Background: an optimization exercise with open tools, aiming at small area, a short achievable clock period and few clock cycles. Do not read the settings as production practice.
Where RTL was checked, it was by simulation tests only, not by an equivalence proof against the original.
The clock port is modelled as an ideal driver; clocking choices that lean on that would not hold on a real chip.

## the previous run
// mvdm_top
module mvdm_top (
    input  logic       clk,
    input  logic       rst_n,
    input  logic       in_valid,
    input  logic       in_valid2,
    input  logic [7:0] in_data,
    output logic       out_valid,
    output logic       out_sad
);
Settings: LEC_CHECK=0, CAP_MARGIN=20, CORE_MARGIN=2, CORE_UTILIZATION=40, SLEW_MARGIN=20; clock period 15.0 ns.
standard.sh (not shown) runs the stock make flow with config.mk's settings and CLKGATE_MAP_FILE= SYNTH_SCRIPT=/design/flow/synth_recipe.tcl, a recipe that flattens the netlist after the stock synthesis.
==> flow/flow/run.sh <==
#!/bin/bash
# Standard layout (the standard.sh), with two extra steps:
#  - after placement, the buffers on the output ports become buf_2 (the
#    standard flow puts a delay cell, clkdlybuf4s50_1, there);
#  - after clock tree synthesis, one more setup repair pass that works to a
#    setup margin, since the design runs well below the 15 ns period.
# Every tool's output goes to a log file of its own in this folder.
set -euo pipefail
bash standard.sh synth floorplan place > flow_1_synth_place.log 2>&1
openroad -no_init -exit flow/ports.tcl > flow_2_ports.log 2>&1
bash standard.sh cts > flow_3_cts.log 2>&1
openroad -no_init -exit flow/repair.tcl > flow_4_repair.log 2>&1
bash standard.sh > flow_5_route_finish.log 2>&1
==> flow/flow/ports.tcl <==
# output port buffers of the placed design become buf_2, then legalize
set r orfs/results/sky130hd/mvdm_top/base
read_liberty $::env(FLOW_HOME)/platforms/sky130hd/lib/sky130_fd_sc_hd__tt_025C_1v80.lib
read_db $r/3_place.odb
set block [ord::get_db_block]
foreach bterm [$block getBTerms] {
  if {[$bterm getIoType] != "OUTPUT"} { continue }
  foreach iterm [[$bterm getNet] getITerms] {
    if {[$iterm isOutputSignal]} {
      set inst [$iterm getInst]
      puts "port [$bterm getName]: [$inst getName] [[$inst getMaster] getName] -> sky130_fd_sc_hd__buf_2"
      replace_cell [get_cells [$inst getName]] sky130_fd_sc_hd__buf_2
    }
  }
}
detailed_placement
check_placement -verbose
write_db $r/3_place.odb
==> flow/flow/repair.tcl <==
# one more setup repair pass on the clock tree stage result, to a margin
set r orfs/results/sky130hd/mvdm_top/base
read_liberty $::env(FLOW_HOME)/platforms/sky130hd/lib/sky130_fd_sc_hd__tt_025C_1v80.lib
read_db $r/4_cts.odb
read_sdc $r/4_cts.sdc
source $::env(FLOW_HOME)/platforms/sky130hd/setRC.tcl
set_propagated_clock [all_clocks]
set_dont_use {sky130_fd_sc_hd__probe_p_8 sky130_fd_sc_hd__probec_p_8 sky130_fd_sc_hd__lpflow_*}
estimate_parasitics -placement
report_worst_slack
report_design_area
repair_timing -setup -setup_margin 10.4 -repair_tns 100 -verbose
detailed_placement
check_placement -verbose
estimate_parasitics -placement
report_worst_slack
report_worst_slack -min
report_design_area
write_db $r/4_cts.odb
The flow did not stop early for the previous run: all stages ran, and the layout cleared the timing, design-rule and antenna checks.
--- input diff the previous run..the current run ---
==> flow/run.sh (new file) <==
#!/bin/bash
# synth_recipe.tcl (not shown) runs the flow's synth.tcl, then flattens the netlist and writes it again
# the make line also repeats each setting of config.mk as NAME=value (left out here)
make -C /OpenROAD-flow-scripts/flow DESIGN_CONFIG=/design/flow/config.mk WORK_HOME=/design/flow/orfs CLKGATE_MAP_FILE= SYNTH_SCRIPT=/design/flow/synth_recipe.tcl finish
removed: flow/flow/run.sh
removed: flow/flow/ports.tcl
removed: flow/flow/repair.tcl
removed: flow/standard.sh
--- outcome ---
- The clock distribution area overhead in the final layout was comparable across the current run and the previous run.
- The current run vs. the previous run: fraction of final layout cells sized beyond drive strength 1 now sits lower; utilization now sits lower.
- The slowest library cell on the worst path comes out sky130_fd_sc_hd__xnor2_1 in one run and sky130_fd_sc_hd__a2111oi_0 in the other, namely in the previous run and the current run respectively.
Function was not checked in any run of this note: the RTL went through the layout flow alone.

========
== red ==
mvdm_top, a different RTL version from the one above (not shown whole).
Size in the first run: roughly 17000 cells after synthesis, ~4900 flip-flops.
clock: 15.0 ns
lec_check: 0
cap_margin: 20
core_margin: 2
core_utilization: 40
cts_cluster_diameter: 70
cts_cluster_size: 30
slew_margin: 20
==> flow/flow/run.sh <==
#!/bin/bash
# Standard layout (the standard.sh), with two extra steps:
#  - after placement, the buffers on the output ports become buf_2 (the
#    standard flow puts a delay cell, clkdlybuf4s50_1, there);
#  - after clock tree synthesis, one more setup repair pass that works to a
#    setup margin, since the design runs well below the 15 ns period.
# Every tool's output goes to a log file of its own in this folder.
set -euo pipefail
bash standard.sh synth floorplan place > flow_1_synth_place.log 2>&1
openroad -no_init -exit flow/ports.tcl > flow_2_ports.log 2>&1
bash standard.sh cts > flow_3_cts.log 2>&1
openroad -no_init -exit flow/repair.tcl > flow_4_repair.log 2>&1
bash standard.sh > flow_5_route_finish.log 2>&1
==> flow/flow/ports.tcl <==
# output port buffers of the placed design become buf_2, then legalize
set r orfs/results/sky130hd/mvdm_top/base
read_liberty $::env(FLOW_HOME)/platforms/sky130hd/lib/sky130_fd_sc_hd__tt_025C_1v80.lib
read_db $r/3_place.odb
set block [ord::get_db_block]
foreach bterm [$block getBTerms] {
  if {[$bterm getIoType] != "OUTPUT"} { continue }
  foreach iterm [[$bterm getNet] getITerms] {
    if {[$iterm isOutputSignal]} {
      set inst [$iterm getInst]
      puts "port [$bterm getName]: [$inst getName] [[$inst getMaster] getName] -> sky130_fd_sc_hd__buf_2"
      replace_cell [get_cells [$inst getName]] sky130_fd_sc_hd__buf_2
    }
  }
}
detailed_placement
check_placement -verbose
write_db $r/3_place.odb
==> flow/flow/repair.tcl <==
# one more setup repair pass on the clock tree stage result, to a margin
set r orfs/results/sky130hd/mvdm_top/base
read_liberty $::env(FLOW_HOME)/platforms/sky130hd/lib/sky130_fd_sc_hd__tt_025C_1v80.lib
read_db $r/4_cts.odb
read_sdc $r/4_cts.sdc
source $::env(FLOW_HOME)/platforms/sky130hd/setRC.tcl
set_propagated_clock [all_clocks]
set_dont_use {sky130_fd_sc_hd__probe_p_8 sky130_fd_sc_hd__probec_p_8 sky130_fd_sc_hd__lpflow_*}
estimate_parasitics -placement
report_worst_slack
report_design_area
repair_timing -setup -setup_margin 10.7 -repair_tns 100 -verbose
detailed_placement
check_placement -verbose
estimate_parasitics -placement
report_worst_slack
report_worst_slack -min
report_design_area
write_db $r/4_cts.odb
red: done, clean on timing, DRC and antenna
Testbench counts of red, summed over its fixed seeds: cycles 17,711.
Relative to red, the following input files were edited for blue:
- CTS_CLUSTER_DIAMETER changed from 70 to 60
- CTS_CLUSTER_SIZE changed from 30 to 26
==> flow/run.sh (new file) <==
#!/bin/bash
# synth_recipe.tcl (not shown) runs the flow's synth.tcl, then flattens the netlist and writes it again
# the make line also repeats each setting of config.mk as NAME=value (left out here)
make -C /OpenROAD-flow-scripts/flow DESIGN_CONFIG=/design/flow/config.mk WORK_HOME=/design/flow/orfs CLKGATE_MAP_FILE= SYNTH_SCRIPT=/design/flow/synth_recipe.tcl finish
removed: flow/flow/run.sh
removed: flow/flow/ports.tcl
removed: flow/flow/repair.tcl
removed: flow/standard.sh
Findings:
Filler cell count delta (blue -> red): insignificant. Slowest cell on the critical path = sky130_fd_sc_hd__a221oi_2: blue; slowest cell on the critical path = sky130_fd_sc_hd__o41ai_2: red. Diff red -> blue: final area saw an increase; fmax down 33 MHz; insertion delay to the later sink of the worst-skew pair shows a reduction of 0.02 ns. Delta(setup slack after layout, blue - red) < 0. When blue is measured against red, its sequential share of layout area turns out 0.30 points lower.
[inputs] green vs blue
- a change of CORE_UTILIZATION from 40 to 52
- an added PLACE_DENSITY of 0.68
==> flow/flow/run.sh (new file) <==
#!/bin/bash
# Standard layout (the standard.sh), with two extra steps:
#  - after placement, the buffers on the output ports become buf_2 (the
#    standard flow puts a delay cell, clkdlybuf4s50_1, there);
#  - after clock tree synthesis, one more setup repair pass that works to a
#    setup margin, since the design runs well below the 15 ns period.
# Every tool's output goes to a log file of its own in this folder.
set -euo pipefail
bash standard.sh synth floorplan place > flow_1_synth_place.log 2>&1
openroad -no_init -exit flow/ports.tcl > flow_2_ports.log 2>&1
bash standard.sh cts > flow_3_cts.log 2>&1
openroad -no_init -exit flow/repair.tcl > flow_4_repair.log 2>&1
bash standard.sh > flow_5_route_finish.log 2>&1
==> flow/flow/ports.tcl (new file) <==
# output port buffers of the placed design become buf_2, then legalize
set r orfs/results/sky130hd/mvdm_top/base
read_liberty $::env(FLOW_HOME)/platforms/sky130hd/lib/sky130_fd_sc_hd__tt_025C_1v80.lib
read_db $r/3_place.odb
set block [ord::get_db_block]
foreach bterm [$block getBTerms] {
  if {[$bterm getIoType] != "OUTPUT"} { continue }
  foreach iterm [[$bterm getNet] getITerms] {
    if {[$iterm isOutputSignal]} {
      set inst [$iterm getInst]
      puts "port [$bterm getName]: [$inst getName] [[$inst getMaster] getName] -> sky130_fd_sc_hd__buf_2"
      replace_cell [get_cells [$inst getName]] sky130_fd_sc_hd__buf_2
    }
  }
}
detailed_placement
check_placement -verbose
write_db $r/3_place.odb
==> flow/flow/repair.tcl (new file) <==
# one more setup repair pass on the clock tree stage result, to a margin
set r orfs/results/sky130hd/mvdm_top/base
read_liberty $::env(FLOW_HOME)/platforms/sky130hd/lib/sky130_fd_sc_hd__tt_025C_1v80.lib
read_db $r/4_cts.odb
read_sdc $r/4_cts.sdc
source $::env(FLOW_HOME)/platforms/sky130hd/setRC.tcl
set_propagated_clock [all_clocks]
set_dont_use {sky130_fd_sc_hd__probe_p_8 sky130_fd_sc_hd__probec_p_8 sky130_fd_sc_hd__lpflow_*}
estimate_parasitics -placement
report_worst_slack
report_design_area
repair_timing -setup -setup_margin 11.0 -repair_tns 100 -verbose
detailed_placement
check_placement -verbose
estimate_parasitics -placement
report_worst_slack
report_worst_slack -min
report_design_area
write_db $r/4_cts.odb
==> flow/standard.sh (new file) <==
#!/bin/bash
# synth_recipe.tcl (not shown) runs the flow's synth.tcl, then flattens the netlist and writes it again
# the make line also repeats each setting of config.mk as NAME=value (left out here)
make -C /OpenROAD-flow-scripts/flow DESIGN_CONFIG=/design/flow/config.mk WORK_HOME=/design/flow/orfs CLKGATE_MAP_FILE= SYNTH_SCRIPT=/design/flow/synth_recipe.tcl "${@:-finish}"
removed: flow/run.sh
Notes after the runs:
green completed every stage of the flow, and the final layout passed the timing, design-rule and antenna checks.
green against blue: maximum frequency picked up an extra 31 MHz; register-to-register slack picked up an extra 1.02 ns.
When green is measured against blue, its multi-input gate share of the layout cell area turns out 0.75 points higher.
Diff blue..green | sequential cell count | unchanged
Changes observed in green relative to blue: final cell count dropped 1547.
STATUS worst clock skew: green loses against blue
The start-to-end type of the worst setup path comes out reg -> out in one run and reg -> reg in the other, namely in green and blue respectively.
Final worst-path cycle share in green is 5.0 points lower than in blue
From green to blue, flip-flop and latch count after synthesis did not move at all.
green vs. blue: number of stages on the worst setup path went down by 18.
Run comparison: green most used routing layer in global routing met1; blue most used routing layer in global routing met2
#### Input delta (orange over green)
-- flow/flow/repair.tcl --
<<< green, line 12
repair_timing -setup -setup_margin 11.0 -repair_tns 100 -verbose
>>> orange, line 12
repair_timing -setup -setup_margin 10.7 -repair_tns 100 -verbose
==> comparison <==
The met3 usage on orange is in line with that on green.
Taking green as the reference, in orange number of cells on the critical path shows no meaningful change; routed wire length shows a reduction of 2300 um.
Going from green to orange, post-route worst hold slack comparable, detailed-route wire length on metal 1 now smaller, flip-flop and latch area comparable.
As far as total of max-cap violations goes, orange and green are indistinguishable; the numbers are identical.
Between orange and green, it is orange whose sequential share of layout area is higher, by 0.40 points.

========
Setup of run 1:
mvdm_top again, from the RTL that the note above started with.
clock: 15.0 ns
lec_check: 0
cap_margin: 20
core_margin: 2
core_utilization: 40
cts_cluster_diameter: 60
cts_cluster_size: 26
slew_margin: 20
==> flow/flow/run.sh <==
#!/bin/bash
# Standard layout (the standard.sh), with two extra steps:
#  - after placement, the buffers on the output ports become buf_2 (the
#    standard flow puts a delay cell, clkdlybuf4s50_1, there);
#  - after clock tree synthesis, one more setup repair pass that works to a
#    setup margin, since the design runs well below the 15 ns period.
# Every tool's output goes to a log file of its own in this folder.
set -euo pipefail
bash standard.sh synth floorplan place > flow_1_synth_place.log 2>&1
openroad -no_init -exit flow/ports.tcl > flow_2_ports.log 2>&1
bash standard.sh cts > flow_3_cts.log 2>&1
openroad -no_init -exit flow/repair.tcl > flow_4_repair.log 2>&1
bash standard.sh > flow_5_route_finish.log 2>&1
==> flow/flow/ports.tcl <==
# output port buffers of the placed design become buf_2, then legalize
set r orfs/results/sky130hd/mvdm_top/base
read_liberty $::env(FLOW_HOME)/platforms/sky130hd/lib/sky130_fd_sc_hd__tt_025C_1v80.lib
read_db $r/3_place.odb
set block [ord::get_db_block]
foreach bterm [$block getBTerms] {
  if {[$bterm getIoType] != "OUTPUT"} { continue }
  foreach iterm [[$bterm getNet] getITerms] {
    if {[$iterm isOutputSignal]} {
      set inst [$iterm getInst]
      puts "port [$bterm getName]: [$inst getName] [[$inst getMaster] getName] -> sky130_fd_sc_hd__buf_2"
      replace_cell [get_cells [$inst getName]] sky130_fd_sc_hd__buf_2
    }
  }
}
detailed_placement
check_placement -verbose
write_db $r/3_place.odb
==> flow/flow/repair.tcl <==
# one more setup repair pass on the clock tree stage result, to a margin
set r orfs/results/sky130hd/mvdm_top/base
read_liberty $::env(FLOW_HOME)/platforms/sky130hd/lib/sky130_fd_sc_hd__tt_025C_1v80.lib
read_db $r/4_cts.odb
read_sdc $r/4_cts.sdc
source $::env(FLOW_HOME)/platforms/sky130hd/setRC.tcl
set_propagated_clock [all_clocks]
set_dont_use {sky130_fd_sc_hd__probe_p_8 sky130_fd_sc_hd__probec_p_8 sky130_fd_sc_hd__lpflow_*}
estimate_parasitics -placement
report_worst_slack
report_design_area
repair_timing -setup -setup_margin 11.0 -repair_tns 100 -verbose
detailed_placement
check_placement -verbose
estimate_parasitics -placement
report_worst_slack
report_worst_slack -min
report_design_area
write_db $r/4_cts.odb
Testbench counts of run 1, summed over its fixed seeds: cycles 17,711.
Inputs modified between run 1 and run 2:
Settings: CORE_UTILIZATION changed from 40 to 52; PLACE_DENSITY newly set to 0.68.
-- flow/flow/run.sh --
<<< run 1, line 4
#    standard flow puts a delay cell, clkdlybuf4s50_1, there);
#  - after clock tree synthesis, one more setup repair pass that works to a
>>> run 2, line 4
#    standard flow puts a delay cell, clkdlybuf4s50_1, there);
#  - clock tree synthesis drives its leaf clusters with clkbuf_8;
#  - after clock tree synthesis, one more setup repair pass that works to a
<<< run 1, line 10
openroad -no_init -exit flow/ports.tcl > flow_2_ports.log 2>&1
bash standard.sh cts > flow_3_cts.log 2>&1
openroad -no_init -exit flow/repair.tcl > flow_4_repair.log 2>&1
>>> run 2, line 11
openroad -no_init -exit flow/ports.tcl > flow_2_ports.log 2>&1
CTS_ARGS="-sink_clustering_enable -repair_clock_nets -sink_clustering_size 16 -sink_clustering_max_diameter 45 -sink_clustering_buffer sky130_fd_sc_hd__clkbuf_8 -buf_list sky130_fd_sc_hd__clkbuf_16" \
  bash standard.sh cts > flow_3_cts.log 2>&1
openroad -no_init -exit flow/repair.tcl > flow_4_repair.log 2>&1
-- flow/flow/repair.tcl --
<<< run 1, line 11
report_design_area
repair_timing -setup -setup_margin 11.0 -repair_tns 100 -verbose
detailed_placement
>>> run 2, line 11
report_design_area
repair_timing -setup -setup_margin 10.7 -repair_tns 100 -verbose
detailed_placement
==> run notes <==
Lower final cell count was reported by run 2, not run 1. Delta (run 2 minus run 1): clock skew dropped 0.032 ns, final-layout clock buffer total climbed 41, hold slack climbed 0.010 ns. Measured against each other, run 1 and run 2 differ in worst setup slack after layout, the lower figure coming from run 2. Run 2 ended up with a higher part of the cycle the worst path needs than run 1 did. On run 2: met3 layer usage reported by global route is 1.7 points higher than what run 1 gave. Maximum number of pins on one net before global-route repair ends up higher on run 1.
Setup changes, run 2 to run 3
Settings: PLACE_DENSITY removed (was 0.68); CORE_UTILIZATION changed from 52 to 40.
==> flow/flow/run.sh <==
#!/bin/bash
# Standard layout (the standard.sh), with two extra steps:
#  - after placement, the buffers on the output ports become buf_2 (the
#    standard flow puts a delay cell, clkdlybuf4s50_1, there);
#  - after clock tree synthesis, one more setup repair pass that works to a
#    setup margin, since the design runs well below the 15 ns period.
# Every tool's output goes to a log file of its own in this folder.
set -euo pipefail
bash standard.sh synth floorplan place > flow_1_synth_place.log 2>&1
openroad -no_init -exit flow/ports.tcl > flow_2_ports.log 2>&1
bash standard.sh cts > flow_3_cts.log 2>&1
openroad -no_init -exit flow/repair.tcl > flow_4_repair.log 2>&1
bash standard.sh > flow_5_route_finish.log 2>&1
Count of clock-buffer cells in the layout delta for run 3 relative to run 2: about 9% lower
Run 3 leaves more setup margin than run 2.
From run 2 to run 3 the numbers moved as follows: number of nets in the synthesized netlist has remained practically unchanged, wire length rose 20000 µm, number of detailed-route iterations in the first pass lower.
Comparing run 2 against run 3, there is no change at all in number of sinks on the clock net.

[afterwards: timing with drivers on the ports]
No port has a modelled driver above. Below, the same layouts with a new extraction and two added sets of constraints. Step 1 assumes that a clkbuf_16 drives the clock port and a buf_2 every other input. Step 2 moves the port delays by t, midway between the first and last clock arrival at a register: inputs arrive t later, outputs are due t later. That takes back most of the time a late clock gives input paths. Slacks: no drivers / after step 1 / after step 2; pairs: no drivers / after step 1.
run	t (ns)	setup slack, ns	worst setup path after step 2	latest minus earliest clock arrival (ns)	worst data-port slew with drivers (ns)
the previous run	1.106	10.079 / 10.079 / 9.271	input to register	0.166 / 0.167	0.08
the current run	1.120	9.596 / 9.596 / 8.738	input to register	0.163 / 0.162	0.08
red	1.093	10.499 / 10.392 / 9.629	input to register	0.084 / 0.084	0.08
blue	1.083	9.715 / 9.715 / 9.097	input to register	0.093 / 0.093	0.08
green	1.072	10.467 / 10.360 / 9.925	input to register	0.130 / 0.130	0.04
orange	1.067	10.477 / 10.375 / 9.714	input to register	0.137 / 0.137	0.04
run 1	1.102	10.506 / 10.394 / 9.895	input to register	0.096 / 0.096	0.08
run 2	1.047	10.430 / 10.319 / 9.708	input to register	0.057 / 0.057	0.04
run 3	1.097	10.509 / 10.399 / 9.600	input to register	0.098 / 0.098	0.08
After both steps setup and hold are still met in every run listed. The setup slack of run 3, which loses most, moves by -0.110 ns with the drivers and by -0.909 ns with both steps.
